This design comes from an exercise in tuning for a short achievable clock period and few clock cycles on the open sky130 flow, not from production work. Function was checked by simulation only, so behaviour that the tests miss may differ from the original. Power figures rest on the tool's default switching activity, not on a simulated workload.

### run.sh
#!/bin/bash
# synth_recipe.tcl (not shown) runs the flow's synth.tcl, then flattens the netlist and writes it again
# the make line also repeats each setting of config.mk as NAME=value (left out here)
make -C /OpenROAD-flow-scripts/flow DESIGN_CONFIG=/design/flow/config.mk WORK_HOME=/design/flow/orfs CLKGATE_MAP_FILE= SYNTH_SCRIPT=/design/flow/synth_recipe.tcl finish
### config.mk
export PLATFORM = sky130hd
export DESIGN_NAME = tiny_core
export DESIGN_NICKNAME = tiny_core
export VERILOG_FILES = /design/flow/design.v
export SDC_FILE = /design/flow/constraint.sdc
export NUM_CORES = 4
export LEC_CHECK = 0
export ABC_CLOCK_PERIOD_IN_PS = 5500
export CAP_MARGIN = 20
export CELL_PAD_IN_SITES_DETAIL_PLACEMENT = 1
export CELL_PAD_IN_SITES_GLOBAL_PLACEMENT = 1
export CORE_MARGIN = 2
export CORE_UTILIZATION = 60
export PLACE_DENSITY = 0.68
export SETUP_SLACK_MARGIN = 4.5
export SLEW_MARGIN = 20
export SYNTH_HIERARCHICAL = 1
export SYNTH_MEMORY_MAX_BITS = 65536
export SYNTH_MINIMUM_KEEP_SIZE = 0
export TNS_END_PERCENT = 5
### constraint.sdc
create_clock -name core_clock -period 10.5 [get_ports {clk}]
set_input_delay 2.1000 -clock core_clock [delete_from_list [all_inputs] [get_ports {clk}]]
set_output_delay 2.1000 -clock core_clock [all_outputs]
set_load 0.01 [all_outputs]
### design.v
`timescale 1ns/1ns
module ram_array #(
    parameter int DEPTH = 128,
    localparam int AW = (DEPTH > 1) ? $clog2(DEPTH) : 1
) (
    input  logic          clk,
    input  logic          we,
    input  logic [AW-1:0] waddr,
    input  logic [8:0]    wdata,
    input  logic [AW-1:0] ra0, ra1, ra2, ra3,
    output logic [19:0]   rd0, rd1, rd2, rd3,
    output logic [19:0]   l0, l1   
);
    localparam logic [8:0] DONE_W = 9'b010000000;
    logic [19:0] mem [DEPTH];
    logic [AW-1:0] tgt;
    logic isdone, isbr, isst, iswr;
    assign tgt    = waddr + wdata[6:0];
    assign isdone = wdata == DONE_W;
    assign isbr   = wdata[8:7] == 2'b01 && !isdone;
    assign isst   = wdata[8:7] == 2'b11 && wdata[6];
    assign iswr   = !isdone && !isbr && !isst;
    logic [19:0] went;
    assign went = {iswr, isst, isdone, isbr, tgt, wdata};
    always_ff @(posedge clk) begin
        if (we) begin
            mem[waddr] <= went;
        end
    end
    assign rd0 = mem[ra0];
    assign rd1 = mem[ra1];
    assign rd2 = mem[ra2];
    assign rd3 = mem[ra3];
    assign l0 = (we && waddr == AW'(0)) ? went : mem[0];
    assign l1 = (we && waddr == AW'(1)) ? went : mem[1];
endmodule
`timescale 1ns/1ns
module fetch_unit (
    input  logic       clk,
    input  logic       load,
    input  logic       bubble,    
    input  logic       d_cond, d_wv, d_sv, d_sfirst,
    input  logic [8:0] d_ww, d_sw,
    input  logic [6:0] d_t, d_t1, d_n, d_n1,
    output logic       q_cond, q_wv, q_sv, q_sfirst,
    output logic [8:0] q_ww, q_sw,
    output logic [6:0] q_t, q_t1, q_n, q_n1
);
    always_ff @(posedge clk) begin
        if (bubble) begin
            q_cond <= 1'b0;
            q_wv   <= 1'b0;
            q_sv   <= 1'b0;
            q_n    <= 7'd0;
            q_n1   <= 7'd1;
        end else if (load) begin
            q_cond   <= d_cond;
            q_wv     <= d_wv;
            q_sv     <= d_sv;
            q_sfirst <= d_sfirst;
            q_ww     <= d_ww;
            q_sw     <= d_sw;
            q_t      <= d_t;
            q_t1     <= d_t1;
            q_n      <= d_n;
            q_n1     <= d_n1;
        end
    end
endmodule
`timescale 1ns/1ns
module control_decoder (
    input  logic [6:0]  y1,       
    input  logic [19:0] e0,       
    input  logic [19:0] e1,       
    output logic        isdone,
    output logic        cond,     
    output logic        wv,       
    output logic [8:0]  ww,
    output logic        sv,       
    output logic [8:0]  sw,
    output logic        sfirst,   
    output logic [6:0]  t, t1,    
    output logic [6:0]  n, n1     
);
    localparam int BR = 16, DN = 17, ST = 18, WR = 19;
    logic pair, fold, ld0, ld1, ldr0;
    logic [19:0] eb;  
    assign isdone = e0[DN];
    assign ld0    = e0[8:6] == 3'b110;
    assign ld1    = e1[8:6] == 3'b110;
    assign pair   = (e0[WR] && e1[ST] && !(ld0 && e1[3:2] == e0[5:4])) || (e0[ST] && e1[WR]);
    assign ldr0   = ld0 && e0[5:4] == 2'd0;
    assign fold   = !e0[BR] && !pair && !ldr0 && e1[BR];
    assign eb     = e0[BR] ? e0 : e1;
    assign cond   = e0[BR] || fold;
    assign wv     = e0[WR] || (pair && e1[WR]);
    assign ww     = e0[WR] ? e0[8:0] : e1[8:0];
    assign sv     = e0[ST] || (pair && e1[ST]);
    assign sw     = e0[ST] ? e0[8:0] : e1[8:0];
    assign sfirst = e0[ST];
    assign t      = eb[15:9];
    assign t1     = eb[15:9] + 7'd1;
    assign n      = (pair || fold) ? y1 + 7'd1 : y1;
    assign n1     = (pair || fold) ? y1 + 7'd2 : y1 + 7'd1;
endmodule
`timescale 1ns/1ns
module execute_unit (
    input  logic [2:0] op,
    input  logic [7:0] a,
    input  logic [7:0] b,
    output logic [7:0] y
);
    always_comb begin
        case (op)
            3'd0: y = a & b;
            3'd1: y = a + b;
            3'd2: y = a - b;
            3'd3: y = a | b;
            3'd4: y = a ^ b;
            3'd5: y = a << b[2:0];
            3'd6: y = a >> b[2:0];
            default: y = b;
        endcase
    end
endmodule
module mux2i_w #(
    parameter int W = 8
) (
    input  logic         s,
    input  logic [W-1:0] a,
    input  logic [W-1:0] b,
    output logic [W-1:0] y
);
    assign y = ~(s ? b : a);
endmodule
module rd_tree #(
    parameter int W = 8,
    parameter int L = 8
) (
    input  logic [L-1:0]        sel,
    input  logic [(W << L)-1:0] d,
    output logic [W-1:0]        y
);
    wire [(W << L)-1:0] lv [L+1];
    assign lv[0] = d;
    for (genvar k = 0; k < L; k++) begin : g_lv
        for (genvar i = 0; i < (1 << (L - k - 1)); i++) begin : g_n
            mux2i_w #(.W(W)) u_mux (
                .s(sel[k]),
                .a(lv[k][(2 * i) * W +: W]),
                .b(lv[k][(2 * i + 1) * W +: W]),
                .y(lv[k + 1][i * W +: W])
            );
        end
        assign lv[k + 1][(W << L)-1 : (W << (L - k - 1))] = '0;
    end
    assign y = lv[L][W-1:0];
endmodule
`timescale 1ns/1ns
module data_memory (
    input  logic       clk,
    input  logic       we,
    input  logic [7:0] waddr,
    input  logic [7:0] wdata,
    input  logic [7:0] core_addr,
    output logic [7:0] core_rdata,
    input  logic [7:0] host_addr,
    output logic [7:0] host_rdata
);
    logic [7:0] mem [256];
    always_ff @(posedge clk) begin
        if (we) begin
            mem[waddr] <= wdata;
        end
    end
    logic [2047:0] flat;
    for (genvar i = 0; i < 256; i++) begin : g_flat
        assign flat[i * 8 +: 8] = mem[i];
    end
    rd_tree #(.W(8), .L(8)) i_core_rd (.sel(core_addr), .d(flat), .y(core_rdata));
    rd_tree #(.W(8), .L(8)) i_host_rd (.sel(host_addr), .d(flat), .y(host_rdata));
endmodule
`timescale 1ns/1ns
module tiny_core #(
    parameter int PROG_DEPTH = 128,
    parameter int DATA_DEPTH = 256,
    localparam int PW = (PROG_DEPTH > 1) ? $clog2(PROG_DEPTH) : 1
) (
    input  logic          clk,
    input  logic          rst,
    input  logic          prog_we,     
    input  logic [PW-1:0] prog_addr,
    input  logic [8:0]    prog_data,
    input  logic          start,
    output logic          busy,
    output logic          done_pulse,
    input  logic          host_we,     
    input  logic [7:0]    host_addr,
    input  logic [7:0]    host_wdata,
    output logic [7:0]    host_data,
    output logic          wb_valid,    
    output logic [1:0]    wb_reg,
    output logic [7:0]    wb_data,
    output logic          st_valid,    
    output logic [7:0]    st_addr,
    output logic [7:0]    st_data
);
    logic launch;
    assign launch = start && !busy;
    logic       g_cond, g_wv, g_sv, g_sfirst;
    logic [8:0] g_ww, g_sw;
    logic [6:0] g_t, g_t1, g_n, g_n1;
    logic [19:0] pn0, pn1, pt0, pt1, pl0, pl1;
    ram_array #(.DEPTH(PROG_DEPTH)) i_prog_mem (
        .clk(clk), .we(prog_we && !busy), .waddr(prog_addr), .wdata(prog_data),
        .ra0(g_n), .ra1(g_n1), .ra2(g_t), .ra3(g_t1),
        .rd0(pn0), .rd1(pn1), .rd2(pt0), .rd3(pt1),
        .l0(pl0), .l1(pl1)
    );
    logic       cn_done, cn_cond, cn_wv, cn_sv, cn_sfirst;
    logic       ct_done, ct_cond, ct_wv, ct_sv, ct_sfirst;
    logic [8:0] cn_ww, cn_sw, ct_ww, ct_sw;
    logic [6:0] cn_t, cn_t1, cn_n, cn_n1;
    logic [6:0] ct_t, ct_t1, ct_n, ct_n1;
    control_decoder i_cand_n (
        .y1(g_n1), .e0(pn0), .e1(pn1), .isdone(cn_done), .cond(cn_cond),
        .wv(cn_wv), .ww(cn_ww), .sv(cn_sv), .sw(cn_sw), .sfirst(cn_sfirst),
        .t(cn_t), .t1(cn_t1), .n(cn_n), .n1(cn_n1)
    );
    control_decoder i_cand_t (
        .y1(g_t1), .e0(pt0), .e1(pt1), .isdone(ct_done), .cond(ct_cond),
        .wv(ct_wv), .ww(ct_ww), .sv(ct_sv), .sw(ct_sw), .sfirst(ct_sfirst),
        .t(ct_t), .t1(ct_t1), .n(ct_n), .n1(ct_n1)
    );
    logic       cl_done, cl_cond, cl_wv, cl_sv, cl_sfirst;
    logic [8:0] cl_ww, cl_sw;
    logic [6:0] cl_t, cl_t1, cl_n, cl_n1;
    control_decoder i_cand_l (
        .y1(7'd1), .e0(pl0), .e1(pl1), .isdone(cl_done), .cond(cl_cond),
        .wv(cl_wv), .ww(cl_ww), .sv(cl_sv), .sw(cl_sw), .sfirst(cl_sfirst),
        .t(cl_t), .t1(cl_t1), .n(cl_n), .n1(cl_n1)
    );
    logic [7:0] regs [4];
    logic [1:0] wtyp;
    logic       wr_en, st_en, is_ld, is_imm;
    logic [1:0] dest;
    logic [7:0] op_a, op_b, alu_res, calc, result, ld_mem, ld_data, r0_new;
    assign wtyp   = g_ww[8:7];
    assign wr_en  = busy && g_wv;
    assign is_ld  = wtyp == 2'b11;
    assign is_imm = wtyp == 2'b10;
    assign dest   = (wtyp == 2'b00) ? g_ww[3:2] : (wtyp == 2'b10) ? 2'd1 : g_ww[5:4];
    assign op_a   = regs[g_ww[3:2]];
    assign op_b   = regs[g_ww[1:0]];
    execute_unit i_alu (.op(g_ww[6:4]), .a(op_a), .b(op_b), .y(alu_res));
    logic [7:0] s_addr, s_val;
    logic       fwd_a, fwd_v, s_hit;
    assign fwd_a  = g_wv && !g_sfirst && dest == g_sw[3:2];
    assign fwd_v  = g_wv && !g_sfirst && dest == g_sw[5:4];
    assign s_addr = fwd_a ? calc : regs[g_sw[3:2]];
    assign s_val  = fwd_v ? result : regs[g_sw[5:4]];
    assign st_en  = busy && g_sv;
    assign s_hit   = g_sv && g_sfirst && regs[g_sw[3:2]] == op_a;
    assign ld_data = s_hit ? regs[g_sw[5:4]] : ld_mem;
    assign calc   = is_imm ? regs[0] + {g_ww[6], g_ww[6:0]} : alu_res;
    assign result = is_ld ? ld_data : calc;
    data_memory i_data_mem (
        .clk(clk),
        .we(busy ? st_en : host_we),
        .waddr(busy ? s_addr : host_addr),
        .wdata(busy ? s_val : host_wdata),
        .core_addr(op_a), .core_rdata(ld_mem),
        .host_addr(host_addr), .host_rdata(host_data)
    );
    logic take;
    assign r0_new = (wr_en && dest == 2'd0) ? calc : regs[0];
    assign take   = g_cond && (r0_new != 8'd0);
    logic       nx_done, nx_cond, nx_wv, nx_sv, nx_sfirst;
    logic [8:0] nx_ww, nx_sw;
    logic [6:0] nx_t, nx_t1, nx_n, nx_n1;
    always_comb begin
        if (!busy) begin
            nx_done = cl_done; nx_cond = cl_cond; nx_wv = cl_wv; nx_sv = cl_sv;
            nx_sfirst = cl_sfirst; nx_ww = cl_ww; nx_sw = cl_sw;
            nx_t = cl_t; nx_t1 = cl_t1;
            nx_n = cl_n; nx_n1 = cl_n1;
        end else if (take) begin
            nx_done = ct_done; nx_cond = ct_cond; nx_wv = ct_wv; nx_sv = ct_sv;
            nx_sfirst = ct_sfirst; nx_ww = ct_ww; nx_sw = ct_sw;
            nx_t = ct_t; nx_t1 = ct_t1;
            nx_n = ct_n; nx_n1 = ct_n1;
        end else begin
            nx_done = cn_done; nx_cond = cn_cond; nx_wv = cn_wv; nx_sv = cn_sv;
            nx_sfirst = cn_sfirst; nx_ww = cn_ww; nx_sw = cn_sw;
            nx_t = cn_t; nx_t1 = cn_t1;
            nx_n = cn_n; nx_n1 = cn_n1;
        end
    end
    fetch_unit i_group (
        .clk(clk), .load(busy || launch), .bubble(rst || ((busy || launch) && nx_done)),
        .d_cond(nx_cond), .d_wv(nx_wv), .d_sv(nx_sv), .d_sfirst(nx_sfirst),
        .d_ww(nx_ww), .d_sw(nx_sw),
        .d_t(nx_t), .d_t1(nx_t1), .d_n(nx_n), .d_n1(nx_n1),
        .q_cond(g_cond), .q_wv(g_wv), .q_sv(g_sv), .q_sfirst(g_sfirst),
        .q_ww(g_ww), .q_sw(g_sw),
        .q_t(g_t), .q_t1(g_t1), .q_n(g_n), .q_n1(g_n1)
    );
    always_ff @(posedge clk) begin
        if (rst) begin
            busy       <= 1'b0;
            done_pulse <= 1'b0;
        end else begin
            done_pulse <= busy && nx_done;
            if (launch) begin
                busy <= 1'b1;
            end else if (busy && nx_done) begin
                busy <= 1'b0;
            end
        end
    end
    always_ff @(posedge clk) begin
        if (rst || launch) begin
            regs[0] <= '0;  
            regs[1] <= '0;
            regs[2] <= '0;
            regs[3] <= '0;
        end else if (wr_en) begin
            regs[dest] <= result;
        end
    end
    always_ff @(posedge clk) begin
        if (rst) begin
            wb_valid <= 1'b0;
            st_valid <= 1'b0;
        end else begin
            wb_valid <= wr_en;
            st_valid <= st_en;
        end
    end
    always_ff @(posedge clk) begin
        wb_reg  <= dest;
        wb_data <= result;
        st_addr <= s_addr;
        st_data <= s_val;
    end
endmodule
==> results of run 1 <==
-- stage by stage --
step / utilization / area [um^2] / power (uW) / setup WS (ps) / std cells
finish: 0.6682 / 307300 / 49520 / 3430 / 21833
global route: 0.6680 / 307200 / 50330 / 3494 / 21803
CTS: 0.6667 / 306600 / 49180 / 3651 / 21748
detailed placement: 0.6154 / 283000 / 30220 / 1696 / 20508
global placement: 0.6152 / 282900 / 30030 / 1876 / 20503
floorplan: - / 277100 / 27480 / 2399 / 15172
-- metal layers --
| metal | vias up | routed length (um) |
|---|---|---|
| met5 | - | 803 |
| met4 | 74 | 89480 |
| met3 | 3346 | 116800 |
| met2 | 12838 | 466000 |
| met1 | 90959 | 337000 |
| li1 | 64997 | - |
-- worst min-delay path by stage --
stage                     slack (ps)                         from  depth (start not counted)                          end
after floorplan                  450  i_group.q_n[0]$_SDFFE_PP0P_                          2  i_group.q_n[0]$_SDFFE_PP0P_
after global placement           530  i_group.q_cond$_SDFFE_PP0P_                          2  i_group.q_cond$_SDFFE_PP0P_
after detailed placement         530  i_group.q_cond$_SDFFE_PP0P_                          2  i_group.q_cond$_SDFFE_PP0P_
after CTS                        540  i_group.q_cond$_SDFFE_PP0P_                          2  i_group.q_cond$_SDFFE_PP0P_
after global routing             550  i_group.q_cond$_SDFFE_PP0P_                          2  i_group.q_cond$_SDFFE_PP0P_
final                            550  i_group.q_cond$_SDFFE_PP0P_                          2  i_group.q_cond$_SDFFE_PP0P_
-- power by group through the flow --
stage	Sequential, uW	Combinational, uW	Clock, uW
finish	21300	9290	19000
global route	21300	9450	19600
CTS	21300	8960	19000
detailed placement	21700	8550	0
global placement	21700	8380	0
floorplan	21600	5880	0
-- cell type report --
type	instances	area, um^2
clock buffers	664	14300
repair buffers	932	10910
inverters	108	419.2
diodes	60	150.1
flip-flops and latches	4715	141200
clock inverters	302	2913
well taps	6149	7694
multi-input cells	8903	129700
fillers	36946	152600
-- repair_timing --
action / CTS / global route
pin swaps: 83 / 0
cloned: 65 / 4
setup buffers: 209 / 15
gates resized for setup: 528 / 52
setup endpoints to repair: 4220 / 4176
-- layout by cell type (no fill, tap or decap), types with 16 or more instances in the layout --
cell type	count
a21oi_1	31
buf_12	118
buf_16	71
buf_4	612
buf_6	30
buf_8	16
bufbuf_16	24
bufinv_16	46
clkbuf_1	108
clkbuf_16	558
clkdlybuf4s50_1	50
clkinv_1	103
clkinv_2	86
clkinvlp_4	32
conb_1	29
dfxtp_1	32
diode_2	60
edfxtp_1	4668
ha_1	45
inv_1	95
inv_6	25
mux2_2	156
mux2i_1	3987
mux2i_2	88
mux2i_4	49
mux4_2	3305
nand2_1	175
nand3_1	79
nor2_1	85
nor2_4	127
nor2b_1	17
nor3_1	69
nor3_2	62
nor3_4	133
o21ai_0	36
o221ai_1	45
xnor2_1	45
xor2_1	35
-- worst min-delay path, stage by stage, from the launching register on --
cell and delay [ps]:
dfxtp_1 350, mux2i_1 80, nor2_1 80
==> impl_metrics.ini, run 1 <==
[setup_path]
crit_path_top_delay_cell = mux2i_4
worst-setup-path-type = in2out
crit_top_cell = mux2i_4
crit_path_start_kind = primary input
crit_end = host_data[2]
cp-end-kind = primary output
cp.arrival_ps = 4970
crit_chain = buf_16, buf_16, buf_4, buf_12, buf_16, mux2i_1, mux2i_1, mux2i_1, mux2i_2, mux2i_4, mux2i_4, mux2i_4, mux2i_4, buf_2
r2r-end = i_data_mem.mem[78][0]$_DFFE_PP_
max_stage_delay_ps = 370
reg2reg_slack_ps = 3550
cp.depth = 14
cp_num_buf_inv = 6
r2r_start = i_group.q_ww[2]$_DFFE_PP_
crit_family = multiplexers
crit_path_start = host_addr[0]
cp_max_fo = 11
required_ps = 8400
reg2reg_depth = 13

[global_route]
grt_start_max_net_pins = 225
grt_use_met3 = 0.1169
grt_use_total = 0.4306
grt_pass1_wl_mm = 1415
use_met1 = 0.5364
busiest_layer = met2
grt_overflow = 0
antenna_found_initial = 75
grt_pass1_vias = 179250
grtUsageMet2 = 0.6551

[power_and_ir_drop]
vdd_drop_max_uv = 192.6
p_sw_uw = 13830
power.leakage_uw = 0.1011
p_sw_frac = 0.2793
powerDensity_nw_per_um2 = 161.2
p_int_uw = 35690
comb_power_share = 0.188
p_seq_frac = 0.429
p_clk_frac = 0.383

[cts]
clk_pin_slew_ps = 50
cts_hold_buf = 0
numCtsBuffers = 535
cts_buffer_depth = 4
clk_latency_ps = 1140
cts_max_level = 6
tritoncts_num_sinks = 4715
cts_tree = built
root_buffer = clkbuf_16

[sta]
maxSlewHeadroom = 0.1588
fin_hold_ws_ps = 546.7
fin_crit_sh = 0.6733
rsz0062_at_grt = true
setup_viol = 0
worst_slew_pin_slew_ps = 1253
clock_skew_ps = 54.73
slew_viol_final = 0
setup_tns_ps = 0
finalCriticalPeriod_ps = 7070
clock.fmax_ghz = 0.1415
finalHoldViolCount = 0

[hold_path]
hold_class = reg2reg

[detailed_routing]
postRouteAntennaNets = 0
via_count = 172214
first_pass_iters = 8
wl_mm = 1010
route.detailed.drc = 0
wl_per_cell_um = 46.26
viasPerCell = 7.888
drt_iter0_drc = 23742

[synth]
synth_area_per_cell_um2 = 18.29
ys_warn_count = 12
syn_inst = 15145
synth.cell_area_um2 = 277000

[floorplan]
dieArea_um2 = 467100
rows = 249
fp.coreArea_um2 = 459800
ios = 75
die_w_um = 683.4
die_h_um = 683.4
start_util = 0.6023

[run]
drv_cap = 0

[cells_and_area]
syn_to_final_growth_pct = 10.94
top_regs = i_prog_mem.mem: 2560 flops, i_data_mem.mem: 2048 flops, regs: 32 flops
drive_above_1_share = 0.3641
largest_reg_flops = 2560
fin_nets = 15282
regMostFlops = i_prog_mem.mem

[status]
status = finished clean

[placed_design]
dpl.hpwl_mm = 586.2
placement.io_buffers = 74
gp_congestion = 0.9334
Testbench counts, summed over its fixed seeds: cycles 43,873.
==> inputs of run 2 (changes only) <==
--- a/design.v
+++ b/design.v
@@ -9,5 +9,5 @@
     input  logic [8:0]    wdata,
-    input  logic [AW-1:0] ra0, ra1, ra2, ra3,
-    output logic [19:0]   rd0, rd1, rd2, rd3,
-    output logic [19:0]   l0, l1   
+    input  logic [AW-1:0] ra0, ra1, ra2, ra3, ra4, ra5,
+    output logic [19:0]   rd0, rd1, rd2, rd3, rd4, rd5,
+    output logic [19:0]   l0, l1, l2, l3, l4   
 );
@@ -33,4 +33,9 @@
     assign rd3 = mem[ra3];
+    assign rd4 = mem[ra4];
+    assign rd5 = mem[ra5];
     assign l0 = (we && waddr == AW'(0)) ? went : mem[0];
     assign l1 = (we && waddr == AW'(1)) ? went : mem[1];
+    assign l2 = (we && waddr == AW'(2)) ? went : mem[2];
+    assign l3 = (we && waddr == AW'(3)) ? went : mem[3];
+    assign l4 = (we && waddr == AW'(4)) ? went : mem[4];
 endmodule
@@ -43,6 +48,6 @@
     input  logic [8:0] d_ww, d_sw,
-    input  logic [6:0] d_t, d_t1, d_n, d_n1,
+    input  logic [6:0] d_t, d_t1, d_t2, d_n, d_n1, d_n2,
     output logic       q_cond, q_wv, q_sv, q_sfirst,
     output logic [8:0] q_ww, q_sw,
-    output logic [6:0] q_t, q_t1, q_n, q_n1
+    output logic [6:0] q_t, q_t1, q_t2, q_n, q_n1, q_n2
 );
@@ -55,2 +60,3 @@
             q_n1   <= 7'd1;
+            q_n2   <= 7'd2;
         end else if (load) begin
@@ -64,4 +70,6 @@
             q_t1     <= d_t1;
+            q_t2     <= d_t2;
             q_n      <= d_n;
             q_n1     <= d_n1;
+            q_n2     <= d_n2;
         end
@@ -72,4 +80,6 @@
     input  logic [6:0]  y1,       
+    input  logic [6:0]  y2,       
     input  logic [19:0] e0,       
     input  logic [19:0] e1,       
+    input  logic [19:0] e2,       
     output logic        isdone,
@@ -81,4 +91,4 @@
     output logic        sfirst,   
-    output logic [6:0]  t, t1,    
-    output logic [6:0]  n, n1     
+    output logic [6:0]  t, t1, t2,   
+    output logic [6:0]  n, n1, n2    
 );
@@ -91,5 +101,5 @@
     assign pair   = (e0[WR] && e1[ST] && !(ld0 && e1[3:2] == e0[5:4])) || (e0[ST] && e1[WR]);
-    assign ldr0   = ld0 && e0[5:4] == 2'd0;
-    assign fold   = !e0[BR] && !pair && !ldr0 && e1[BR];
-    assign eb     = e0[BR] ? e0 : e1;
+    assign ldr0   = (ld0 && e0[5:4] == 2'd0) || (pair && ld1 && e1[5:4] == 2'd0);
+    assign fold   = !e0[BR] && !ldr0 && (pair ? e2[BR] : e1[BR]);
+    assign eb     = e0[BR] ? e0 : pair ? e2 : e1;
     assign cond   = e0[BR] || fold;
@@ -102,4 +112,12 @@
     assign t1     = eb[15:9] + 7'd1;
-    assign n      = (pair || fold) ? y1 + 7'd1 : y1;
-    assign n1     = (pair || fold) ? y1 + 7'd2 : y1 + 7'd1;
+    assign t2     = eb[15:9] + 7'd2;
+    always_comb begin
+        if (pair && fold) begin
+            n = y2 + 7'd1; n1 = y2 + 7'd2; n2 = y2 + 7'd3;
+        end else if (pair || fold) begin
+            n = y2; n1 = y2 + 7'd1; n2 = y2 + 7'd2;
+        end else begin
+            n = y1; n1 = y2; n2 = y2 + 7'd1;
+        end
+    end
 endmodule
@@ -167,3 +185,4 @@
     input  logic [7:0] host_addr,
-    output logic [7:0] host_rdata
+    output logic [7:0] host_rdata,
+    output logic [7:0] byte0        
 );
@@ -175,2 +194,3 @@
     end
+    assign byte0 = mem[0];
     logic [2047:0] flat;
@@ -211,9 +231,9 @@
     logic [8:0] g_ww, g_sw;
-    logic [6:0] g_t, g_t1, g_n, g_n1;
-    logic [19:0] pn0, pn1, pt0, pt1, pl0, pl1;
+    logic [6:0] g_t, g_t1, g_t2, g_n, g_n1, g_n2;
+    logic [19:0] pn0, pn1, pn2, pt0, pt1, pt2, pl0, pl1, pl2, pl3, pl4;
     ram_array #(.DEPTH(PROG_DEPTH)) i_prog_mem (
         .clk(clk), .we(prog_we && !busy), .waddr(prog_addr), .wdata(prog_data),
-        .ra0(g_n), .ra1(g_n1), .ra2(g_t), .ra3(g_t1),
-        .rd0(pn0), .rd1(pn1), .rd2(pt0), .rd3(pt1),
-        .l0(pl0), .l1(pl1)
+        .ra0(g_n), .ra1(g_n1), .ra2(g_n2), .ra3(g_t), .ra4(g_t1), .ra5(g_t2),
+        .rd0(pn0), .rd1(pn1), .rd2(pn2), .rd3(pt0), .rd4(pt1), .rd5(pt2),
+        .l0(pl0), .l1(pl1), .l2(pl2), .l3(pl3), .l4(pl4)
     );
@@ -222,13 +242,13 @@
     logic [8:0] cn_ww, cn_sw, ct_ww, ct_sw;
-    logic [6:0] cn_t, cn_t1, cn_n, cn_n1;
-    logic [6:0] ct_t, ct_t1, ct_n, ct_n1;
+    logic [6:0] cn_t, cn_t1, cn_t2, cn_n, cn_n1, cn_n2;
+    logic [6:0] ct_t, ct_t1, ct_t2, ct_n, ct_n1, ct_n2;
     control_decoder i_cand_n (
-        .y1(g_n1), .e0(pn0), .e1(pn1), .isdone(cn_done), .cond(cn_cond),
+        .y1(g_n1), .y2(g_n2), .e0(pn0), .e1(pn1), .e2(pn2), .isdone(cn_done), .cond(cn_cond),
         .wv(cn_wv), .ww(cn_ww), .sv(cn_sv), .sw(cn_sw), .sfirst(cn_sfirst),
-        .t(cn_t), .t1(cn_t1), .n(cn_n), .n1(cn_n1)
+        .t(cn_t), .t1(cn_t1), .t2(cn_t2), .n(cn_n), .n1(cn_n1), .n2(cn_n2)
     );
     control_decoder i_cand_t (
-        .y1(g_t1), .e0(pt0), .e1(pt1), .isdone(ct_done), .cond(ct_cond),
+        .y1(g_t1), .y2(g_t2), .e0(pt0), .e1(pt1), .e2(pt2), .isdone(ct_done), .cond(ct_cond),
         .wv(ct_wv), .ww(ct_ww), .sv(ct_sv), .sw(ct_sw), .sfirst(ct_sfirst),
-        .t(ct_t), .t1(ct_t1), .n(ct_n), .n1(ct_n1)
+        .t(ct_t), .t1(ct_t1), .t2(ct_t2), .n(ct_n), .n1(ct_n1), .n2(ct_n2)
     );
@@ -236,8 +256,26 @@
     logic [8:0] cl_ww, cl_sw;
-    logic [6:0] cl_t, cl_t1, cl_n, cl_n1;
+    logic [6:0] cl_t, cl_t1, cl_t2, cl_n, cl_n1, cl_n2;
     control_decoder i_cand_l (
-        .y1(7'd1), .e0(pl0), .e1(pl1), .isdone(cl_done), .cond(cl_cond),
+        .y1(7'd1), .y2(7'd2), .e0(pl0), .e1(pl1), .e2(pl2), .isdone(cl_done), .cond(cl_cond),
         .wv(cl_wv), .ww(cl_ww), .sv(cl_sv), .sw(cl_sw), .sfirst(cl_sfirst),
-        .t(cl_t), .t1(cl_t1), .n(cl_n), .n1(cl_n1)
+        .t(cl_t), .t1(cl_t1), .t2(cl_t2), .n(cl_n), .n1(cl_n1), .n2(cl_n2)
+    );
+    logic       first_ok;
+    logic       cf_done, cf_cond, cf_wv, cf_sv, cf_sfirst;
+    logic [8:0] cf_ww, cf_sw;
+    logic [6:0] cf_t, cf_t1, cf_t2, cf_n, cf_n1, cf_n2;
+    assign first_ok = !cl_done && !cl_sv;
+    control_decoder i_cand_f (
+        .y1(cl_n + 7'd1), .y2(cl_n + 7'd2),
+        .e0(cl_n == 7'd1 ? pl1 : pl2), .e1(cl_n == 7'd1 ? pl2 : pl3), .e2(cl_n == 7'd1 ? pl3 : pl4),
+        .isdone(cf_done), .cond(cf_cond),
+        .wv(cf_wv), .ww(cf_ww), .sv(cf_sv), .sw(cf_sw), .sfirst(cf_sfirst),
+        .t(cf_t), .t1(cf_t1), .t2(cf_t2), .n(cf_n), .n1(cf_n1), .n2(cf_n2)
     );
+    logic [1:0] dest0;
+    logic [7:0] result0;
+    assign dest0   = (cl_ww[8:7] == 2'b00) ? cl_ww[3:2] : (cl_ww[8:7] == 2'b10) ? 2'd1 : cl_ww[5:4];
+    assign result0 = (cl_ww[8:7] == 2'b00) ? 8'd0 :                        
+                     (cl_ww[8:7] == 2'b10) ? {cl_ww[6], cl_ww[6:0]} :       
+                     (host_we && host_addr == 8'd0) ? host_wdata : mem_byte0;  
     logic [7:0] regs [4];
@@ -246,3 +284,3 @@
     logic [1:0] dest;
-    logic [7:0] op_a, op_b, alu_res, calc, result, ld_mem, ld_data, r0_new;
+    logic [7:0] op_a, op_b, alu_res, calc, result, ld_mem, ld_data, r0_new, mem_byte0;
     assign wtyp   = g_ww[8:7];
@@ -272,3 +310,3 @@
         .core_addr(op_a), .core_rdata(ld_mem),
-        .host_addr(host_addr), .host_rdata(host_data)
+        .host_addr(host_addr), .host_rdata(host_data), .byte0(mem_byte0)
     );
@@ -279,9 +317,19 @@
     logic [8:0] nx_ww, nx_sw;
-    logic [6:0] nx_t, nx_t1, nx_n, nx_n1;
+    logic [6:0] nx_t, nx_t1, nx_t2, nx_n, nx_n1, nx_n2;
     always_comb begin
-        if (!busy) begin
+        if (launch && first_ok && cf_done) begin
+            nx_done = 1'b0; nx_cond = 1'b0; nx_wv = 1'b0; nx_sv = 1'b0;
+            nx_sfirst = cf_sfirst; nx_ww = cf_ww; nx_sw = cf_sw;
+            nx_t = cf_t; nx_t1 = cf_t1; nx_t2 = cf_t2;
+            nx_n = cl_n; nx_n1 = cl_n + 7'd1; nx_n2 = cl_n + 7'd2;
+        end else if (launch && first_ok) begin
+            nx_done = cf_done; nx_cond = cf_cond; nx_wv = cf_wv; nx_sv = cf_sv;
+            nx_sfirst = cf_sfirst; nx_ww = cf_ww; nx_sw = cf_sw;
+            nx_t = cf_t; nx_t1 = cf_t1; nx_t2 = cf_t2;
+            nx_n = cf_n; nx_n1 = cf_n1; nx_n2 = cf_n2;
+        end else if (launch) begin
             nx_done = cl_done; nx_cond = cl_cond; nx_wv = cl_wv; nx_sv = cl_sv;
             nx_sfirst = cl_sfirst; nx_ww = cl_ww; nx_sw = cl_sw;
-            nx_t = cl_t; nx_t1 = cl_t1;
-            nx_n = cl_n; nx_n1 = cl_n1;
+            nx_t = cl_t; nx_t1 = cl_t1; nx_t2 = cl_t2;
+            nx_n = cl_n; nx_n1 = cl_n1; nx_n2 = cl_n2;
         end else if (take) begin
@@ -289,4 +337,4 @@
             nx_sfirst = ct_sfirst; nx_ww = ct_ww; nx_sw = ct_sw;
-            nx_t = ct_t; nx_t1 = ct_t1;
-            nx_n = ct_n; nx_n1 = ct_n1;
+            nx_t = ct_t; nx_t1 = ct_t1; nx_t2 = ct_t2;
+            nx_n = ct_n; nx_n1 = ct_n1; nx_n2 = ct_n2;
         end else begin
@@ -294,4 +342,4 @@
             nx_sfirst = cn_sfirst; nx_ww = cn_ww; nx_sw = cn_sw;
-            nx_t = cn_t; nx_t1 = cn_t1;
-            nx_n = cn_n; nx_n1 = cn_n1;
+            nx_t = cn_t; nx_t1 = cn_t1; nx_t2 = cn_t2;
+            nx_n = cn_n; nx_n1 = cn_n1; nx_n2 = cn_n2;
         end
@@ -302,6 +350,6 @@
         .d_ww(nx_ww), .d_sw(nx_sw),
-        .d_t(nx_t), .d_t1(nx_t1), .d_n(nx_n), .d_n1(nx_n1),
+        .d_t(nx_t), .d_t1(nx_t1), .d_t2(nx_t2), .d_n(nx_n), .d_n1(nx_n1), .d_n2(nx_n2),
         .q_cond(g_cond), .q_wv(g_wv), .q_sv(g_sv), .q_sfirst(g_sfirst),
         .q_ww(g_ww), .q_sw(g_sw),
-        .q_t(g_t), .q_t1(g_t1), .q_n(g_n), .q_n1(g_n1)
+        .q_t(g_t), .q_t1(g_t1), .q_t2(g_t2), .q_n(g_n), .q_n1(g_n1), .q_n2(g_n2)
     );
@@ -326,2 +374,5 @@
             regs[3] <= '0;
+            if (!rst && first_ok && cl_wv) begin
+                regs[dest0] <= result0;
+            end
         end else if (wr_en) begin
@@ -335,3 +386,3 @@
         end else begin
-            wb_valid <= wr_en;
+            wb_valid <= launch ? first_ok && cl_wv : wr_en;
             st_valid <= st_en;
@@ -340,4 +391,4 @@
     always_ff @(posedge clk) begin
-        wb_reg  <= dest;
-        wb_data <= result;
+        wb_reg  <= launch ? dest0 : dest;
+        wb_data <= launch ? result0 : result;
         st_addr <= s_addr;
--- a/config.mk
+++ b/config.mk
@@ -8,3 +8,3 @@
 export ABC_CLOCK_PERIOD_IN_PS = 5500
-export CAP_MARGIN = 20
+export CAP_MARGIN = 50
 export CELL_PAD_IN_SITES_DETAIL_PLACEMENT = 1
@@ -15,3 +15,3 @@
 export SETUP_SLACK_MARGIN = 4.5
-export SLEW_MARGIN = 20
+export SLEW_MARGIN = 50
 export SYNTH_HIERARCHICAL = 1
==> impl_metrics.ini, run 2 <==
[placed_design]
placement.io_buffers = 74
dpl.hpwl_mm = 761.4
placed_cells = 22828
gp_congestion = 1.032
dp_slack_ps = 423.3

[synth]
ys_warn_count = 13
synth.cell_area_um2 = 299200
synth_area_per_cell_um2 = 17.71
syn_inst = 16898

[floorplan]
start_util = 0.6019
rows = 259
die_w_um = 710.2
ios = 75
die_h_um = 710.2

[status]
status = stopped before the end
haltStage = 4_1_cts
error = [ERROR DPL-0033] detailed placement checks failed during check placement.

[cts]
numCtsBuffers = 542
cts_buffer_depth = 4
cts_setup_buffers = 243
cts_hold_buf = 0
root_buffer = clkbuf_16
cts_max_level = 6
cts_resized = 688
==> run 2: through the flow <==
stage	hold WS [ps]	area, um^2
after global placement	669.8	304900
after detailed placement	625.1	309600
after floorplan	426.2	299500
==> run 2: worst min-delay path by stage <==
| stage | start | endpoint | slack, ps | depth (start not counted) |
|---|---|---|---|---|
| after floorplan | i_group.q_sv$_SDFFE_PP0P_ | st_valid$_SDFF_PP0_ | 430 | 2 |
| after global placement | i_group.q_n2[6]$_SDFFE_PP0P_ | i_group.q_n2[6]$_SDFFE_PP0P_ | 670 | 2 |
| after detailed placement | i_group.q_n2[6]$_SDFFE_PP0P_ | i_group.q_n2[6]$_SDFFE_PP0P_ | 630 | 2 |
==> run 2: power groups by stage <==
stage	registers [uW]	logic [uW]	clock network, uW
after floorplan	22400	26100	0
after global placement	22900	38100	0
after detailed placement	22700	39700	0
Testbench counts of run 2, summed over its fixed seeds: cycles 43,625.
==> inputs of run 3 (changes only) <==
--- a/design.v
+++ b/design.v
@@ -110,5 +110,12 @@
     assign sfirst = e0[ST];
+    logic [6:0] t1_0, t1_1, t1_2, t2_0, t2_1, t2_2;
+    assign t1_0   = e0[15:9] + 7'd1;
+    assign t1_1   = e1[15:9] + 7'd1;
+    assign t1_2   = e2[15:9] + 7'd1;
+    assign t2_0   = e0[15:9] + 7'd2;
+    assign t2_1   = e1[15:9] + 7'd2;
+    assign t2_2   = e2[15:9] + 7'd2;
     assign t      = eb[15:9];
-    assign t1     = eb[15:9] + 7'd1;
-    assign t2     = eb[15:9] + 7'd2;
+    assign t1     = e0[BR] ? t1_0 : pair ? t1_2 : t1_1;
+    assign t2     = e0[BR] ? t2_0 : pair ? t2_2 : t2_1;
     always_comb begin
@@ -267,9 +274,34 @@
     assign first_ok = !cl_done && !cl_sv;
-    control_decoder i_cand_f (
-        .y1(cl_n + 7'd1), .y2(cl_n + 7'd2),
-        .e0(cl_n == 7'd1 ? pl1 : pl2), .e1(cl_n == 7'd1 ? pl2 : pl3), .e2(cl_n == 7'd1 ? pl3 : pl4),
-        .isdone(cf_done), .cond(cf_cond),
-        .wv(cf_wv), .ww(cf_ww), .sv(cf_sv), .sw(cf_sw), .sfirst(cf_sfirst),
-        .t(cf_t), .t1(cf_t1), .t2(cf_t2), .n(cf_n), .n1(cf_n1), .n2(cf_n2)
+    logic       cf1_done, cf1_cond, cf1_wv, cf1_sv, cf1_sfirst;
+    logic       cf2_done, cf2_cond, cf2_wv, cf2_sv, cf2_sfirst;
+    logic [8:0] cf1_ww, cf1_sw, cf2_ww, cf2_sw;
+    logic [6:0] cf1_t, cf1_t1, cf1_t2, cf1_n, cf1_n1, cf1_n2;
+    logic [6:0] cf2_t, cf2_t1, cf2_t2, cf2_n, cf2_n1, cf2_n2;
+    control_decoder i_cand_f1 (
+        .y1(7'd2), .y2(7'd3), .e0(pl1), .e1(pl2), .e2(pl3),
+        .isdone(cf1_done), .cond(cf1_cond),
+        .wv(cf1_wv), .ww(cf1_ww), .sv(cf1_sv), .sw(cf1_sw), .sfirst(cf1_sfirst),
+        .t(cf1_t), .t1(cf1_t1), .t2(cf1_t2), .n(cf1_n), .n1(cf1_n1), .n2(cf1_n2)
     );
+    control_decoder i_cand_f2 (
+        .y1(7'd3), .y2(7'd4), .e0(pl2), .e1(pl3), .e2(pl4),
+        .isdone(cf2_done), .cond(cf2_cond),
+        .wv(cf2_wv), .ww(cf2_ww), .sv(cf2_sv), .sw(cf2_sw), .sfirst(cf2_sfirst),
+        .t(cf2_t), .t1(cf2_t1), .t2(cf2_t2), .n(cf2_n), .n1(cf2_n1), .n2(cf2_n2)
+    );
+    logic one0;
+    assign one0 = cl_n == 7'd1;
+    assign cf_done   = one0 ? cf1_done   : cf2_done;
+    assign cf_cond   = one0 ? cf1_cond   : cf2_cond;
+    assign cf_wv     = one0 ? cf1_wv     : cf2_wv;
+    assign cf_sv     = one0 ? cf1_sv     : cf2_sv;
+    assign cf_sfirst = one0 ? cf1_sfirst : cf2_sfirst;
+    assign cf_ww     = one0 ? cf1_ww     : cf2_ww;
+    assign cf_sw     = one0 ? cf1_sw     : cf2_sw;
+    assign cf_t      = one0 ? cf1_t      : cf2_t;
+    assign cf_t1     = one0 ? cf1_t1     : cf2_t1;
+    assign cf_t2     = one0 ? cf1_t2     : cf2_t2;
+    assign cf_n      = one0 ? cf1_n      : cf2_n;
+    assign cf_n1     = one0 ? cf1_n1     : cf2_n1;
+    assign cf_n2     = one0 ? cf1_n2     : cf2_n2;
     logic [1:0] dest0;
--- a/config.mk
+++ b/config.mk
@@ -10,6 +10,6 @@
 export CELL_PAD_IN_SITES_DETAIL_PLACEMENT = 1
-export CELL_PAD_IN_SITES_GLOBAL_PLACEMENT = 1
+export CELL_PAD_IN_SITES_GLOBAL_PLACEMENT = 2
 export CORE_MARGIN = 2
-export CORE_UTILIZATION = 60
-export PLACE_DENSITY = 0.68
+export CORE_UTILIZATION = 50
+export PLACE_DENSITY = 0.62
 export SETUP_SLACK_MARGIN = 4.5
==> impl_metrics.ini, run 3 <==
[floorplan]
ios = 75
die_h_um = 779.3
rows = 284
die_w_um = 779.3
start_util = 0.5023
fp.coreArea_um2 = 598400
dieArea_um2 = 607300

[cts]
clk_latency_ps = 1180
cts_tree = built
cts_buffer_depth = 4
tritoncts_num_sinks = 4729
clk_pin_slew_ps = 60
cts_hold_buf = 0
root_buffer = clkbuf_16
numCtsBuffers = 564
cts_max_level = 6

[hold_path]
hold_path_end = i_group.q_n1[2]$_SDFFE_PP0P_
worstHoldStart = i_group.q_n1[2]$_SDFFE_PP0P_
hold_class = reg2reg
holdPathStages = 2

[sta]
setup_viol = 0
rsz0062_at_grt = true
slew_viol_final = 0
maxSlewHeadroom = 0.4158
clock.fmax_ghz = 0.1413
finalCriticalPeriod_ps = 7077
finalHoldViolCount = 0
worst_slew_pin_slew_ps = 876.3
clock_skew_ps = 106.0
fin_crit_sh = 0.6740
setup_tns_ps = 0
timing.final.ws_setup_ps = 3423

[global_route]
grt_use_total = 0.4076
antenna_found_initial = 124
grt_start_max_net_pins = 141
grt_pass1_wl_mm = 1704
grt_pass1_vias = 199275
grt_overflow = 0

[placed_design]
dp_slack_ps = 1326
dpl.hpwl_mm = 786.0
placement.io_buffers = 74
placed_cells = 24512
gp_congestion = 0.9878

[setup_path]
worst-setup-path-type = in2out
crit_family = multiplexers
cp.depth = 12
cp.arrival_ps = 4980
crit_path_top_delay_cell = mux2i_4
reg2reg_depth = 22
crit_path_start_kind = primary input
r2r-end = i_data_mem.mem[191][4]$_DFFE_PP_
max_stage_delay_ps = 440
r2r_start = i_group.q_ww[2]$_DFFE_PP_
required_ps = 8400
crit_chain = buf_16, buf_16, buf_16, mux2i_1, mux2i_1, mux2i_1, mux2i_2, mux2i_1, mux2i_1, mux2i_4, mux2i_4, buf_6
reg2reg_slack_ps = 3640
cp-end-kind = primary output
cp_num_buf_inv = 4
crit_top_cell = mux2i_1
cp_max_fo = 41

[cells_and_area]
regMostFlops = i_prog_mem.mem
final_cell_mix = edfxtp_1 (4675), mux4_2 (3978), mux2i_1 (3905)
final_common_cell = edfxtp_1
top_regs = i_prog_mem.mem: 2560 flops, i_data_mem.mem: 2048 flops, regs: 32 flops
syn_to_final_growth_pct = 13.45
fin_nets = 17469
drive_above_1_share = 0.3953
largest_reg_flops = 2560
layout.cells.non_filler = 25945

[synth]
synth.cell_area_um2 = 300600
syn_inst = 17198
synth_area_per_cell_um2 = 17.48
ys_warn_count = 13

[detailed_routing]
wl_mm = 1255
postRouteAntennaNets = 0
viasPerCell = 7.567
wl_per_cell_um = 48.35
drt_iter0_drc = 25905
via_count = 196319
first_pass_iters = 6
route.detailed.drc = 0

[status]
status = finished clean

[power_and_ir_drop]
p_seq_frac = 0.256
vdd_drop_max_uv = 288.7
powerDensity_nw_per_um2 = 257.9
power.leakage_uw = 0.1118
p_sw_frac = 0.4048
comb_power_share = 0.515
p_clk_frac = 0.229
p_int_uw = 52350
p_sw_uw = 35600

[run]
drv_cap = 0
[run 3: cell type report]
| type | count | area (um^2) |
|---|---|---|
| repair buffers | 1264 | 16950 |
| fillers | 51968 | 257400 |
| clock inverters | 342 | 3889 |
| diodes | 119 | 297.8 |
| multi-input cells | 10705 | 153100 |
| clock buffers | 684 | 14810 |
| flip-flops and latches | 4729 | 141500 |
| well taps | 8008 | 10020 |
| inverters | 94 | 406.6 |
[run 3: worst max-delay path by stage]
stage	start	to	slack, ps
floorplan	i_group.q_ww[2]$_DFFE_PP_	i_data_mem.mem[0][6]$_DFFE_PP_	3120
CTS	host_addr[0]	host_data[1]	3470
detailed placement	prog_we	i_group.q_n[0]$_SDFFE_PP0P_	1330
global route	host_addr[0]	host_data[7]	3440
global placement	prog_addr[6]	i_group.q_n[4]$_SDFFE_PP0P_	780
finish	host_addr[0]	host_data[7]	3420
[run 3: per-stage QoR]
step | util | area [um^2] | hold WS (ps) | power [uW]
global placement | 0.5166 | 309100 | 542.9 | 63520
CTS | 0.5663 | 338900 | 532.1 | 86190
detailed placement | 0.5239 | 313500 | 519.2 | 64540
finish | 0.5698 | 341000 | 526.7 | 87950
global route | 0.5697 | 340900 | 548.0 | 89250
floorplan | - | 301100 | 430.6 | 49250
[run 3: power groups by stage]
| stage | clock network [uW] | logic [uW] | registers, uW |
|---|---|---|---|
| after floorplan | 0 | 26600 | 22600 |
| after global placement | 0 | 40300 | 23200 |
| after detailed placement | 0 | 41700 | 22900 |
| after CTS | 20300 | 43400 | 22500 |
| after global routing | 21000 | 45800 | 22500 |
| final | 20200 | 45300 | 22500 |
[run 3: layer usage]
layer	GRT usage	wire [um]
met1	0.5095	436800
met2	0.6223	574900
met3	0.1148	137900
met4	0.2753	104500
met5	0.0001567	451
[run 3: what timing repair did]
item                       4_1_cts  5_1_grt
resized for setup              654      126
setup endpoints to repair     4240     4046
cloned                          78       26
buffers inserted               154        7
pin swaps                       37        4
[run 3: tightest hold or removal path: cells and delay by family (launching register included)]
kind	cells	cell delay (ps)
DFF	1	350
muxes	1	70
and+or+nand+nor	1	70
Testbench counts of run 3, summed over its fixed seeds: cycles 43,625.
==> inputs of run 4 (changes only) <==
--- a/design.v
+++ b/design.v
@@ -195,15 +195,75 @@
 );
-    logic [7:0] mem [256];
+    logic [7:0] mem_n [256];  
     always_ff @(posedge clk) begin
         if (we) begin
-            mem[waddr] <= wdata;
+            mem_n[waddr] <= ~wdata;
         end
     end
-    assign byte0 = mem[0];
-    logic [2047:0] flat;
+    assign byte0 = ~mem_n[0];
+    logic [2047:0] flat_n;
     for (genvar i = 0; i < 256; i++) begin : g_flat
-        assign flat[i * 8 +: 8] = mem[i];
+        assign flat_n[i * 8 +: 8] = mem_n[i];
     end
-    rd_tree #(.W(8), .L(8)) i_core_rd (.sel(core_addr), .d(flat), .y(core_rdata));
-    rd_tree #(.W(8), .L(8)) i_host_rd (.sel(host_addr), .d(flat), .y(host_rdata));
+    logic [7:0] core_n;
+    rd_tree #(.W(8), .L(8)) i_core_rd (.sel(core_addr), .d(flat_n), .y(core_n));
+    assign core_rdata = ~core_n;
+    host_read i_host_rd (.addr(host_addr), .d_n(flat_n), .y(host_rdata));
+endmodule
+module host_read (
+    input  logic [7:0]    addr,
+    input  logic [2047:0] d_n,    
+    output logic [7:0]    y
+);
+    logic [7:0] grp_n [16];  
+    logic [15:0] hot;
+    logic [7:0] p [8];
+    logic [7:0] q [2];
+    for (genvar g = 0; g < 16; g++) begin : g_grp
+        rd_tree #(.W(8), .L(4)) i_tree (.sel(addr[3:0]), .d(d_n[g * 128 +: 128]), .y(grp_n[g]));
+    end
+    dec4 i_dec (.a(addr[7:4]), .y(hot));
+    for (genvar k = 0; k < 8; k++) begin : g_pair
+        aoi22_w #(.W(8)) i_aoi (.s0(hot[2 * k]), .a0(grp_n[2 * k]),
+                                .s1(hot[2 * k + 1]), .a1(grp_n[2 * k + 1]), .y(p[k]));
+    end
+    nand4_w #(.W(8)) i_nand_lo (.a(p[0]), .b(p[1]), .c(p[2]), .d(p[3]), .y(q[0]));
+    nand4_w #(.W(8)) i_nand_hi (.a(p[4]), .b(p[5]), .c(p[6]), .d(p[7]), .y(q[1]));
+    nor2_w  #(.W(8)) i_nor     (.a(q[0]), .b(q[1]), .y(y));
+endmodule
+module dec4 (
+    input  logic [3:0]  a,
+    output logic [15:0] y
+);
+    always_comb begin
+        for (int j = 0; j < 16; j++) begin
+            y[j] = a == 4'(j);
+        end
+    end
+endmodule
+module aoi22_w #(
+    parameter int W = 8
+) (
+    input  logic         s0,
+    input  logic [W-1:0] a0,
+    input  logic         s1,
+    input  logic [W-1:0] a1,
+    output logic [W-1:0] y
+);
+    assign y = ~(({W{s0}} & a0) | ({W{s1}} & a1));
+endmodule
+module nand4_w #(
+    parameter int W = 8
+) (
+    input  logic [W-1:0] a, b, c, d,
+    output logic [W-1:0] y
+);
+    assign y = ~(a & b & c & d);
+endmodule
+module nor2_w #(
+    parameter int W = 8
+) (
+    input  logic [W-1:0] a, b,
+    output logic [W-1:0] y
+);
+    assign y = ~(a | b);
 endmodule
--- a/config.mk
+++ b/config.mk
@@ -12,4 +12,4 @@
 export CORE_MARGIN = 2
-export CORE_UTILIZATION = 50
-export PLACE_DENSITY = 0.62
+export CORE_UTILIZATION = 45
+export PLACE_DENSITY = 0.56
 export SETUP_SLACK_MARGIN = 4.5
==> impl_metrics.ini, run 4 <==
[status]
status = finished clean

[detailed_routing]
viasPerCell = 7.438
first_pass_iters = 8
wl_mm = 1335
drt_iter0_drc = 30059
route.detailed.drc = 0
via_count = 201155
postRouteAntennaNets = 0
wl_per_cell_um = 49.38

[floorplan]
fp.coreArea_um2 = 666600
ios = 75
dieArea_um2 = 674500
die_w_um = 821.3
rows = 300
die_h_um = 821.3
start_util = 0.4509

[sta]
setup_tns_ps = 0
clock.fmax_ghz = 0.1393
maxSlewHeadroom = 0.3880
clock_skew_ps = 69.95
fin_crit_sh = 0.6837
fin_hold_ws_ps = 569.3
slew_viol_final = 0
finalCriticalPeriod_ps = 7179
worst_slew_pin_slew_ps = 918.0
rsz0062_at_grt = true
setup_viol = 0
finalHoldViolCount = 0

[power_and_ir_drop]
p_sw_frac = 0.4140
p_clk_frac = 0.227
powerDensity_nw_per_um2 = 262.1
p_seq_frac = 0.250
power.leakage_uw = 0.1132
total_power_uw = 90100
p_sw_uw = 37300
p_int_uw = 52800
comb_power_share = 0.523
vdd_drop_max_uv = 219.8

[cts]
cts_buffer_depth = 4
clk_latency_ps = 1170
clk_pin_slew_ps = 50
numCtsBuffers = 582
cts_tree = built
tritoncts_num_sinks = 4729
cts_max_level = 6
root_buffer = clkbuf_16

[placed_design]
gp_congestion = 0.9423
placement.io_buffers = 74
dpl.hpwl_mm = 850.4
dpl-instance-area_um2 = 315500

[setup_path]
required_ps = 8400
crit_path_start_kind = primary input
cp-end-kind = primary output
worst-setup-path-type = in2out
cp.arrival_ps = 5080
cp_max_fo = 12

[cells_and_area]
fillers = 59731
final_common_cell = edfxtp_1
regMostFlops = i_prog_mem.mem
drive_above_1_share = 0.4020
final_cell_mix = edfxtp_1 (4675), mux4_2 (3976), mux2i_1 (3913)
largest_reg_flops = 2560
top_regs = i_prog_mem.mem: 2560 flops, i_data_mem.mem_n: 2048 flops, regs: 32 flops
syn_to_final_growth_pct = 14.37
stdcell_area_um2 = 343800
fin_nets = 17699
fin_util = 0.5157

[global_route]
grt_start_max_net_pins = 131
antenna_found_initial = 122
grt_pass1_vias = 200325
grt_use_total = 0.3849
grt_overflow = 0
grt_pass1_wl_mm = 1787

[synth]
synth_area_per_cell_um2 = 17.48
synth.cell_area_um2 = 300600
ys_warn_count = 19
syn_inst = 17193

[hold_path]
hold_class = reg2reg

[run]
drv_cap = 0
## run 4: cell count changes in the layout (fill, tap and decap cells not counted), sizes merged, moves of 6 or more
cell    before   now
a22oi       29    93
and4bb       0     6
buf       1148  1332
bufbuf      41    59
clkbuf     710   758
clkinv     251   237
diode      119    84
inv         96   125
mux2i     4163  4043
nand4       30    46
nor2       333   340
nor3       339   330
nor4        11    21
## run 4: path summary, 6_finish.rpt
check                                       to  cells past startpoint  slack [ps]                        start
max                               host_data[3]                     12        3320                 host_addr[1]
min                i_group.q_cond$_SDFFE_PP0P_                      2         570  i_group.q_cond$_SDFFE_PP0P_
max reg2reg  i_data_mem.mem_n[77][2]$_DFFE_PP_                     22        3480    i_group.q_ww[2]$_DFFE_PP_
min reg2reg        i_group.q_cond$_SDFFE_PP0P_                      2         570  i_group.q_cond$_SDFFE_PP0P_
## run 4: repair_timing
| action | in CTS | in global routing |
|---|---|---|
| hold buffers | 0 | 0 |
| pin swaps | 82 | 37 |
| endpoints found under the hold margin | 0 | 0 |
| resized for setup | 421 | 177 |
| cloned | 80 | 43 |
| endpoints found under the setup margin | 4246 | 3913 |
| setup buffers | 176 | 81 |
## run 4: per-stage QoR
stage,worst slack (ps),instances
after floorplan,3540,17293
after global placement,1285,25323
after detailed placement,1557,25495
after CTS,3286,26797
after global routing,3395,26975
final,3321,27043
## run 4: worst max-delay path, cell delays in order
cell and delay [ps]:
buf_16 140, buf_16 210, buf_12 170, bufbuf_16 300
mux2i_1 130, mux2i_1 260, mux2i_2 180, a22oi_2 400
nand4_1 340, buf_6 270, nor2_4 260, buf_6 150
## run 4: power groups by stage
| stage | Clock [uW] | Sequential, uW | Combinational, uW |
|---|---|---|---|
| detailed placement | 0 | 22900 | 43200 |
| finish | 20500 | 22500 | 47200 |
| global placement | 0 | 23200 | 41900 |
| CTS | 20600 | 22500 | 44700 |
| floorplan | 0 | 22700 | 26600 |
| global route | 21300 | 22500 | 47600 |
## run 4: final cells by class
type                    instances  area [um^2]  share of cell area
repair buffers               1480        19440             0.05655
well taps                    8909        11150             0.03242
flip-flops and latches       4729       141500              0.4117
multi-input cells           10678       152200              0.4426
diodes                         84        210.2           0.0006114
clock inverters               328         3279            0.009539
clock buffers                 718        15510             0.04511
inverters                     117        510.5            0.001485
## run 4: per-layer routing
layer	part of all wire	wire length (um)	vias to the layer above	track usage
met5	0.00072	967	-	0.007627
met4	0.052	69480	86	0.1660
met3	0.14	184100	2940	0.1496
met2	0.43	569600	14763	0.5471
met1	0.38	511200	108784	0.5266
li1	-	-	74582	-
Testbench counts of run 4, summed over its fixed seeds: cycles 43,625.

-- static timing again, ports no longer ideal --
The flow's constraints put no driver on any port. The routed layouts listed below were extracted and timed again, unchanged, in two steps.
Step 1, drivers: a clkbuf_16 drives clk and a buf_2 each remaining input, both assumed.
Step 2 moves the port delays by t, midway between the first and last clock arrival at a register: inputs arrive t later, outputs are due t later. That takes back most of the time a late clock gives input paths.
Three values: ideal, step 1, step 2; two values: the first two.
run	shift t [ns]	setup slack, ns	pins driven straight from the clock port
run 1	1.256	3.430 / 2.993 / 2.488	1
run 3	1.278	3.423 / 3.062 / 2.950	1
run 4	1.269	3.321 / 2.839 / 2.637	1
After both steps setup and hold are still met in every run listed. For run 1, which loses most, drivers alone change the setup slack by -0.437 ns; drivers and shift together by -0.942 ns.
